Context: an optimization exercise on an open-source flow, tuned for small area. The choices shown serve that exercise and are no tape-out recipe. The RTL was checked by simulation tests, not by an equivalence proof against the original design. Power figures rest on the tool's default switching activity, not on a simulated workload.

### flow/config.mk
export PLATFORM = sky130hd
export DESIGN_NAME = ongorucu_bht
export DESIGN_NICKNAME = ongorucu_bht
export VERILOG_FILES = /design/flow/design.v
export SDC_FILE = /design/flow/constraint.sdc
export NUM_CORES = 4
export LEC_CHECK = 0
export CAP_MARGIN = 20
export CORE_MARGIN = 2
export CORE_UTILIZATION = 60
export GPL_TIMING_DRIVEN = 0
export PLACE_DENSITY = 0.7
export SETUP_SLACK_MARGIN = 0.2
export SLEW_MARGIN = 20
### flow/constraint.sdc
create_clock -name core_clock -period 8.0 [get_ports {clk}]
set_input_delay 1.6000 -clock core_clock [delete_from_list [all_inputs] [get_ports {clk}]]
set_output_delay 1.6000 -clock core_clock [all_outputs]
set_load 0.01 [all_outputs]
### flow/design.v
`default_nettype none
module ongorucu_bht (
    input  logic        clk,
    input  logic        rst,
    input  logic [31:0] getir_ps,
    input  logic [31:0] getir_buyruk,
    input  logic        getir_gecerli,
    input  logic [31:0] yurut_ps,
    input  logic [31:0] yurut_buyruk,
    input  logic        yurut_dallan,
    input  logic [31:0] yurut_dallan_ps,
    input  logic        yurut_gecerli,
    output logic        sonuc_dallan,
    output logic [31:0] sonuc_dallan_ps
);
    localparam logic [6:0] c_OP_B   = 7'b1100011;
    localparam logic [6:0] c_OP_JAL = 7'b1101111;
    logic [3:0]  r_bht        [32];
    logic [24:0] r_btb_tag    [32];
    logic [31:0] r_btb_target [32];
    logic        w_get_b, w_get_jal, w_sel_j, w_pred_b, w_hit;
    logic [31:0] w_opnd, w_sum;
    logic        w_upd, w_tupd;
    logic [31:0] w_gsel, w_ysel;
    logic        w_rd_dir;
    logic [1:0]  w_rd_dirs;
    logic [24:0] w_rd_tag;
    logic [31:0] w_rd_target;
    logic [3:0]  w_cw_old, w_cw_new;
    logic [1:0]  w_ctr_old, w_ctr_new;
    assign w_get_b   = (getir_buyruk[6:0] == c_OP_B);
    assign w_get_jal = (getir_buyruk[6:0] == c_OP_JAL);
    assign w_upd  = yurut_gecerli && (yurut_buyruk[6:0] == c_OP_B);
    assign w_tupd = w_upd && yurut_dallan;
    always_comb begin
        for (int i = 0; i < 32; i++) begin
            w_gsel[i] = (getir_ps[6:2] == 5'(i));
            w_ysel[i] = (yurut_ps[6:2] == 5'(i));
        end
    end
    logic [31:0] w_grp_target [11];
    logic [24:0] w_grp_tag    [11];
    logic [1:0]  w_grp_dirs   [11];
    always_comb begin
        for (int j = 0; j < 11; j++) begin
            w_grp_target[j] = '0;
            w_grp_tag[j]    = '0;
            w_grp_dirs[j]   = '0;
            for (int k = 0; k < 3; k++) begin
                if (3*j+k < 32) begin
                    w_grp_target[j] = w_grp_target[j] | ({32{w_gsel[3*j+k]}} & r_btb_target[3*j+k]);
                    w_grp_tag[j]    = w_grp_tag[j]    | ({25{w_gsel[3*j+k]}} & r_btb_tag[3*j+k]);
                    w_grp_dirs[j]   = w_grp_dirs[j]   |
                                      ({2{w_gsel[3*j+k]}} & {r_bht[3*j+k][3], r_bht[3*j+k][1]});
                end
            end
        end
        w_rd_target = (w_grp_target[0] | w_grp_target[1] | w_grp_target[2] | w_grp_target[3]) |
                      (w_grp_target[4] | w_grp_target[5] | w_grp_target[6] | w_grp_target[7]) |
                      (w_grp_target[8] | w_grp_target[9] | w_grp_target[10]);
        w_rd_tag    = (w_grp_tag[0] | w_grp_tag[1] | w_grp_tag[2] | w_grp_tag[3]) |
                      (w_grp_tag[4] | w_grp_tag[5] | w_grp_tag[6] | w_grp_tag[7]) |
                      (w_grp_tag[8] | w_grp_tag[9] | w_grp_tag[10]);
        w_rd_dirs   = (w_grp_dirs[0] | w_grp_dirs[1] | w_grp_dirs[2] | w_grp_dirs[3]) |
                      (w_grp_dirs[4] | w_grp_dirs[5] | w_grp_dirs[6] | w_grp_dirs[7]) |
                      (w_grp_dirs[8] | w_grp_dirs[9] | w_grp_dirs[10]);
    end
    assign w_rd_dir = getir_ps[7] ? w_rd_dirs[1] : w_rd_dirs[0];
    assign w_hit    = (w_rd_tag == getir_ps[31:7]);
    assign w_sel_j  = getir_gecerli && w_get_jal;
    assign w_pred_b = getir_gecerli && w_get_b && w_rd_dir && w_hit;
    assign w_opnd = w_sel_j ? {{11{getir_buyruk[31]}}, getir_buyruk[31], getir_buyruk[19:12],
                               getir_buyruk[20], getir_buyruk[30:21], 1'b0}
                            : 32'd4;
    assign w_sum  = getir_ps + w_opnd;
    assign sonuc_dallan    = w_sel_j || w_pred_b;
    assign sonuc_dallan_ps = w_pred_b ? w_rd_target : w_sum;
    logic [3:0] w_grp_cw [11];
    always_comb begin
        for (int j = 0; j < 11; j++) begin
            w_grp_cw[j] = '0;
            for (int k = 0; k < 3; k++)
                if (3*j+k < 32) w_grp_cw[j] = w_grp_cw[j] | ({4{w_ysel[3*j+k]}} & r_bht[3*j+k]);
        end
        w_cw_old = (w_grp_cw[0] | w_grp_cw[1] | w_grp_cw[2] | w_grp_cw[3]) |
                   (w_grp_cw[4] | w_grp_cw[5] | w_grp_cw[6] | w_grp_cw[7]) |
                   (w_grp_cw[8] | w_grp_cw[9] | w_grp_cw[10]);
    end
    assign w_ctr_old = yurut_ps[7] ? w_cw_old[3:2] : w_cw_old[1:0];
    always_comb begin
        w_ctr_new = w_ctr_old;
        if (yurut_dallan) begin
            if (w_ctr_old != 2'b11) w_ctr_new = w_ctr_old + 2'b01;
        end else begin
            if (w_ctr_old != 2'b00) w_ctr_new = w_ctr_old - 2'b01;
        end
    end
    assign w_cw_new = rst         ? 4'b0101 :
                      yurut_ps[7] ? {w_ctr_new, w_cw_old[1:0]} : {w_cw_old[3:2], w_ctr_new};
    always_ff @(posedge clk) begin
        if (rst) begin
            for (int i = 0; i < 32; i++) r_bht[i] <= w_cw_new;
        end else if (w_upd) begin
            r_bht[yurut_ps[6:2]] <= w_cw_new;
        end
    end
    always_ff @(posedge clk) begin
        if (w_tupd) begin
            r_btb_tag[yurut_ps[6:2]]    <= yurut_ps[31:7];
            r_btb_target[yurut_ps[6:2]] <= yurut_dallan_ps;
        end
    end
endmodule
`default_nettype wire
### flow/flow/run.sh
#!/bin/bash
# Own layout flow: the standard ORFS flow (standard.sh) with
#  - a plain &dch/&nf -R 15 abc mapping (no speed-script resynthesis loops) in synthesis (flow/synth.tcl),
#  - the smallest buffer for the port buffers,
#  - one buffer per high-fanout net before repair_design (flow/preresize.tcl),
#  - clkbuf_4 sink clusters of up to 9 flops within 80 um and no dummy loads in clock tree synthesis.
# make's output goes to flow_make.log; ORFS keeps each step's log under orfs/logs.
set -euo pipefail
W=$(pwd)
export OWN_ABC_SCRIPT=$W/flow/abc_area_nf.script
bash "$W/standard.sh" \
  SYNTH_SCRIPT="$W/flow/synth.tcl" \
  BUFFER_PORTS_ARGS="-buffer_cell sky130_fd_sc_hd__buf_1" \
  PRE_RESIZE_TCL="$W/flow/preresize.tcl" \
  CTS_ARGS="-sink_clustering_enable -repair_clock_nets -dont_use_dummy_load -buf_list {sky130_fd_sc_hd__clkbuf_4} -sink_clustering_size 9 -sink_clustering_max_diameter 80" \
  finish > "$W/flow_make.log" 2>&1
### flow/flow/abc_area_nf.script
&get -n
&st
&dch -f
&nf -R 15
&put
### flow/flow/preresize.tcl
# Sourced by ORFS's resize step (PRE_RESIZE_TCL) before repair_design.
# Gives every signal net with 12 or more pins one buffer right after its
# driver (buf_4 for 45 or more pins, buf_2 below), so that repair_design, which
# would otherwise build a tree of many buffers per high-fanout net, only has to
# fix what is left. When the driver is the net's input-port buffer, that port
# buffer is resized instead of adding a second buffer behind it.
set pb_nets {}
foreach net [[ord::get_db_block] getNets] {
  if { [$net getSigType] ne "SIGNAL" } { continue }
  set npins [expr { [llength [$net getITerms]] + [llength [$net getBTerms]] }]
  if { $npins >= 12 } { lappend pb_nets [list [$net getName] $npins] }
}
set pb_ins 0
set pb_rep 0
foreach item $pb_nets {
  lassign $item name npins
  set cell [expr { $npins >= 45 ? "sky130_fd_sc_hd__buf_4" : "sky130_fd_sc_hd__buf_2" }]
  set dbnet [[ord::get_db_block] findNet $name]
  set drv ""
  foreach it [$dbnet getITerms] {
    if { [$it isOutputSignal] } { set drv [$it getInst] }
  }
  if { $drv ne "" && [string match "input*" [$drv getName]]
       && [[$drv getMaster] getName] eq "sky130_fd_sc_hd__buf_1" } {
    replace_cell [$drv getName] $cell
    incr pb_rep
    continue
  }
  set pattern [string map {"\\" "\\\\" "[" "\\[" "]" "\\]" "*" "\\*" "?" "\\?"} $name]
  set sta_net [get_nets -quiet $pattern]
  if { [llength $sta_net] != 1 } { continue }
  if { [catch { insert_buffer -net $sta_net -buffer_cell $cell } err] } {
    puts "preresize: skipped $name: $err"
  } else {
    incr pb_ins
  }
}
puts "preresize: inserted $pb_ins buffers, resized $pb_rep port buffers"
### flow/flow/synth.tcl
# The standard synthesis (synth_recipe.tcl), with one change: the abc
# technology-mapping call uses a plain &dch/&nf -R 15 mapping script (abc_area_nf.script)
# instead of ORFS's default speed script. Registers are untouched by abc.
proc synth {args} { yosys synth -nofsm -noshare {*}$args }
proc abc {args} {
  set i [lsearch -exact $args -script]
  if { $i >= 0 } {
    set args [lreplace $args $i [expr { $i + 1 }] -script $::env(OWN_ABC_SCRIPT)]
  }
  yosys abc {*}$args
}
source $::env(SCRIPTS_DIR)/synth.tcl
# left out here: clear keep_hierarchy, flatten, clean up, hide names made inside functions, write 1_2_yosys.v
### flow/standard.sh
#!/bin/bash
# synth_recipe.tcl (not shown) runs the flow's synth.tcl, then flattens the netlist and writes it again
# the make line also repeats each setting of config.mk as NAME=value (left out here)
make -C /OpenROAD-flow-scripts/flow DESIGN_CONFIG=/design/flow/config.mk WORK_HOME=/design/flow/orfs CLKGATE_MAP_FILE= SYNTH_SCRIPT=/design/flow/synth_recipe.tcl "${@:-finish}"
==> run summary <==
flip-flops by register name, summed over array words and instances (netlist names):
| register | cells |
|---|---|
| r_bht | 128 |
| r_btb_target | 1024 |
| r_btb_tag | 800 |
cell type report:
cell class	count	area share [%]
flip-flops and latches	1952	77.3
multi-input cells	1438	15.5
well taps	1524	2.51
repair buffers	242	2.32
clock buffers	234	2.32
inverters	2	0.0445
diodes	8	0.0264
cell usage after synthesis (all sizes together), types with 33 or more instances:
cell,n,share of area [%]
nand2,67,0.36
a22oi,83,0.89
edfxtp,1952,84
a21oi,35,0.25
nor3,56,0.40
a21o,33,0.35
and2,44,0.39
a222oi,596,8.5
nand3,56,0.40
nand4,120,1.1
nor2,58,0.31
cell families (layout without fill, tap and decap cells):
group | after synthesis | in the layout | synth area share [%]
AND/OR/NAND/NOR | 490 | 490 | 3.90
other | 0 | 8 | 0
buffers and inverters | 2 | 478 | 0.0107
adder cells (fa/ha/maj) | 31 | 31 | 0.563
XOR/XNOR | 42 | 42 | 0.524
AO/OA/AOI/OAI | 840 | 840 | 11.0
multiplexers | 35 | 35 | 0.508
flip-flops | 1952 | 1952 | 83.5
power by group:
part / total (mW) / leakage, nW / internal [mW] / switching (mW)
registers: 11.4 / 17.6 / 11.3 / 0.0298
clock network: 4.36 / 1.08 / 1.33 / 3.03
logic: 0.673 / 4.48 / 0.174 / 0.499
through the flow:
stage / cells / utilization (%) / hold WS (ns)
after floorplan: 3392 / - / 1.25
after global placement: 5081 / 62.8 / 1.69
after detailed placement: 5157 / 63.5 / 1.58
after CTS: 5391 / 65.2 / 0.754
after global routing: 5395 / 65.4 / 0.803
final: 5400 / 65.4 / 0.821
layer usage:
| metal | vias to the layer above | GRT usage (%) | routed length, um |
|---|---|---|---|
| li1 | 16600 | - | - |
| met1 | 21000 | 50.3 | 75000 |
| met2 | 3830 | 50.7 | 93600 |
| met3 | 537 | 9.71 | 34400 |
| met4 | 14 | 12.3 | 7310 |
| met5 | - | 0 | 91 |
worst max path at each step:
stage,from,end,slack (ns)
2_1_floorplan,getir_ps[6],sonuc_dallan_ps[0],0.05
3_3_place_gp,getir_ps[6],sonuc_dallan_ps[31],-7.91
3_5_place_dp,getir_ps[6],sonuc_dallan_ps[9],-0.61
4_1_cts,getir_ps[2],sonuc_dallan_ps[9],0.21
5_1_grt,getir_ps[5],sonuc_dallan_ps[18],0.17
6_report,getir_ps[2],sonuc_dallan_ps[18],0.13
repair_timing:
item / in CTS / in global routing
hold buffers: 0 / 0
pin swaps: 0 / 1
setup endpoints to repair: 33 / 20
cloned: 0 / 1
resized for setup: 43 / 56
==> run_summary.xml <==
<?xml version="1.0" encoding="UTF-8"?>
<metrics>
  <group name="outcome">
    <metric name="status" unit="">no timing/DRC/antenna violations</metric>
  </group>
  <group name="sta">
    <metric name="max_freq" unit="MHz">127</metric>
    <metric name="final_critical_period" unit="ns">7.87</metric>
    <metric name="final_count_of_pins_violating_max_slew" unit="">0</metric>
    <metric name="finalCritPeriodShare" unit="%">98.4</metric>
    <metric name="skew" unit="ns">0.0618</metric>
    <metric name="tightestPinTransition" unit="ns">1.08</metric>
    <metric name="setup-tns-final" unit="ns">0</metric>
    <metric name="rsz_0062_raised_after_global_routing" unit="">no</metric>
    <metric name="layout_setup_ws" unit="ns">0.129</metric>
    <metric name="finalSetupViolCount" unit="">0</metric>
    <metric name="max-slew-margin-rel" unit="%">27.8</metric>
    <metric name="hold_viol_final" unit="">0</metric>
  </group>
  <group name="cells_and_area">
    <metric name="sequential_cell_area" unit="um2">58600</metric>
    <metric name="multi_input_area" unit="um2">11800</metric>
    <metric name="final_net_count" unit="">4066</metric>
    <metric name="layout.cells.most_common" unit="">edfxtp_1</metric>
    <metric name="drive_above_1_share" unit="%">10.7</metric>
    <metric name="layout.filler_cells" unit="">7775</metric>
    <metric name="area_growth_syn_to_layout" unit="%">8.10</metric>
    <metric name="stdcell_area" unit="um2">75900</metric>
    <metric name="layout_common_cells" unit="">edfxtp_1, a222oi_1, clkbuf_4</metric>
  </group>
  <group name="power">
    <metric name="power_leakage" unit="nW">23.2</metric>
    <metric name="total_power" unit="mW">16.4</metric>
    <metric name="cellPowerDensity" unit="nW/um2">216</metric>
    <metric name="peakVddDrop" unit="V">0.000149</metric>
  </group>
  <group name="logic_synthesis">
    <metric name="dominantRegCellSynth" unit="">edfxtp_1</metric>
    <metric name="synthesis.instances" unit="">3392</metric>
    <metric name="ys_async_sr_fraction" unit="%">0</metric>
    <metric name="synthesis.nets" unit="">3588</metric>
    <metric name="average_footprint_of_a_synthesized_cell" unit="um2">20.7</metric>
    <metric name="number_of_flops_mapped_to_enable_cells_by_yosys" unit="">1952</metric>
    <metric name="postSynthRegisterBits" unit="">1952</metric>
    <metric name="yosys_warnings" unit="">5</metric>
    <metric name="synth.yosys.seq_area_share" unit="%">83.5</metric>
    <metric name="synth.cell_area" unit="um2">70200</metric>
    <metric name="yosysUniqueCellTypes" unit="">49</metric>
  </group>
  <group name="worst_setup_path">
    <metric name="critical_path.reg2reg.endpoint" unit="">r_bht[20][0]</metric>
    <metric name="rr_startpoint" unit="">r_bht[19][2]</metric>
    <metric name="crit_path_dat" unit="ns">6.27</metric>
    <metric name="timing.setup.critical_path_class" unit="">in -&gt; out</metric>
    <metric name="critPathMaxFanout" unit="">59</metric>
    <metric name="worstPathBufferInverterCount" unit="">4</metric>
    <metric name="cp.required" unit="ns">6.40</metric>
    <metric name="cp_cell_sequence" unit="">buf_2, nand2_2, nor4b_4, buf_8, a222oi_1, and4_1, a41oi_1, nand4_1, nor4_4, nand4_1, buf_4, mux2i_1, buf_1</metric>
    <metric name="critical_path.max_stage_delay" unit="ns">0.66</metric>
    <metric name="ff2ff_setup_slack" unit="ns">4.56</metric>
    <metric name="timing.critical_path.to_type" unit="">output pin</metric>
    <metric name="worst-r2r-cell-count" unit="">8</metric>
    <metric name="crit_path_top_delay_cell" unit="">mux2i_1</metric>
    <metric name="crit_family" unit="">simple AND/OR/NAND/NOR gates</metric>
    <metric name="timing.critical_path.depth" unit="">13</metric>
    <metric name="startpoint_type" unit="">primary input</metric>
    <metric name="most_repeated_library_cell_on_the_critical_path" unit="">nand4_1</metric>
  </group>
  <group name="min_path">
    <metric name="worstHoldPathCells" unit="">1</metric>
    <metric name="worstHoldEndpoint" unit="">r_btb_tag[29][23]</metric>
    <metric name="min-delay-path-class" unit="">in -&gt; reg</metric>
    <metric name="min_from" unit="">yurut_ps[30]</metric>
  </group>
  <group name="place">
    <metric name="place.detailed.hpwl" unit="mm">91.7</metric>
    <metric name="placed_area" unit="um2">73700</metric>
    <metric name="routability_congestion" unit="">0.866</metric>
    <metric name="detailedPlace.worstSlack" unit="ns">-0.609</metric>
    <metric name="buffer_ports.inserted" unit="">165</metric>
  </group>
  <group name="clocking">
    <metric name="clkSinkCount" unit="">1952</metric>
    <metric name="worstSkewPairLatency" unit="ns">1.20</metric>
    <metric name="clk_transition_reported_paths" unit="ns">0.11</metric>
    <metric name="maximum_clock_path_buffer_count" unit="">3</metric>
    <metric name="clock_tree.root_cell" unit="">clkbuf_4</metric>
    <metric name="cts_tree" unit="">built</metric>
    <metric name="post-cts-setup-buffers" unit="">0</metric>
    <metric name="cts_buf_count" unit="">234</metric>
    <metric name="cts_max_level" unit="">4</metric>
  </group>
  <group name="global_route">
    <metric name="antenna_found_initial" unit="">17</metric>
    <metric name="globalRoute.totalOverflow" unit="">0</metric>
    <metric name="grt.total_usage" unit="%">34.5</metric>
    <metric name="first_global_vias" unit="">39900</metric>
    <metric name="grt_first_pass_wirelength" unit="mm">289</metric>
    <metric name="pin_count_of_the_biggest_net_entering_global_routing" unit="">60</metric>
  </group>
  <group name="floorplanning">
    <metric name="fp.dieArea" unit="um2">120000</metric>
    <metric name="die_height" unit="um">346</metric>
    <metric name="placement_rows" unit="">125</metric>
    <metric name="design.portCount" unit="">198</metric>
    <metric name="floorplan.core_area" unit="um2">116000</metric>
    <metric name="initial_core_util" unit="%">60.5</metric>
    <metric name="chipWidth" unit="um">346</metric>
  </group>
  <group name="drt">
    <metric name="vias" unit="">42000</metric>
    <metric name="detail_route.vias_per_cell" unit="">7.78</metric>
    <metric name="drc_errors" unit="">0</metric>
    <metric name="drt_pass1_iterations" unit="">10</metric>
    <metric name="final_antenna_net_count" unit="">0</metric>
    <metric name="finalWirelength" unit="mm">210</metric>
    <metric name="drt_first_iter_violations" unit="">10900</metric>
    <metric name="drt-wirelength-per-cell" unit="um">39.0</metric>
  </group>
  <group name="job">
    <metric name="drv.max_cap_violation_count" unit="">0</metric>
  </group>
</metrics>

-- afterwards: timing with drivers on the ports --
How much do the figures lean on ideal ports? The routed layout below was timed once more, with nothing changed but the port constraints.
Step 1 sets driving cells, clkbuf_16 on the clock port and buf_2 on the other inputs (assumed; they add their load-dependent delay and slew).
Step 2 times the ports against the registers' clock, not the clock port: input delays grow and output delays shrink by t, the midpoint of the rising clock arrivals with the driver on.
Three values: no drivers, after step 1, after step 2; two values: the first two.
t (ns): 1.261
setup WS [ns]: 0.129 / 0.096 / 0.096
hold slack, ns: 0.821 / 0.802 / 1.498
latest minus earliest clock arrival (ns): 0.121 / 0.122
After both steps this run still meets setup and hold. The setup slack of this run moves by -0.033 ns with the drivers and by -0.033 ns with both steps.
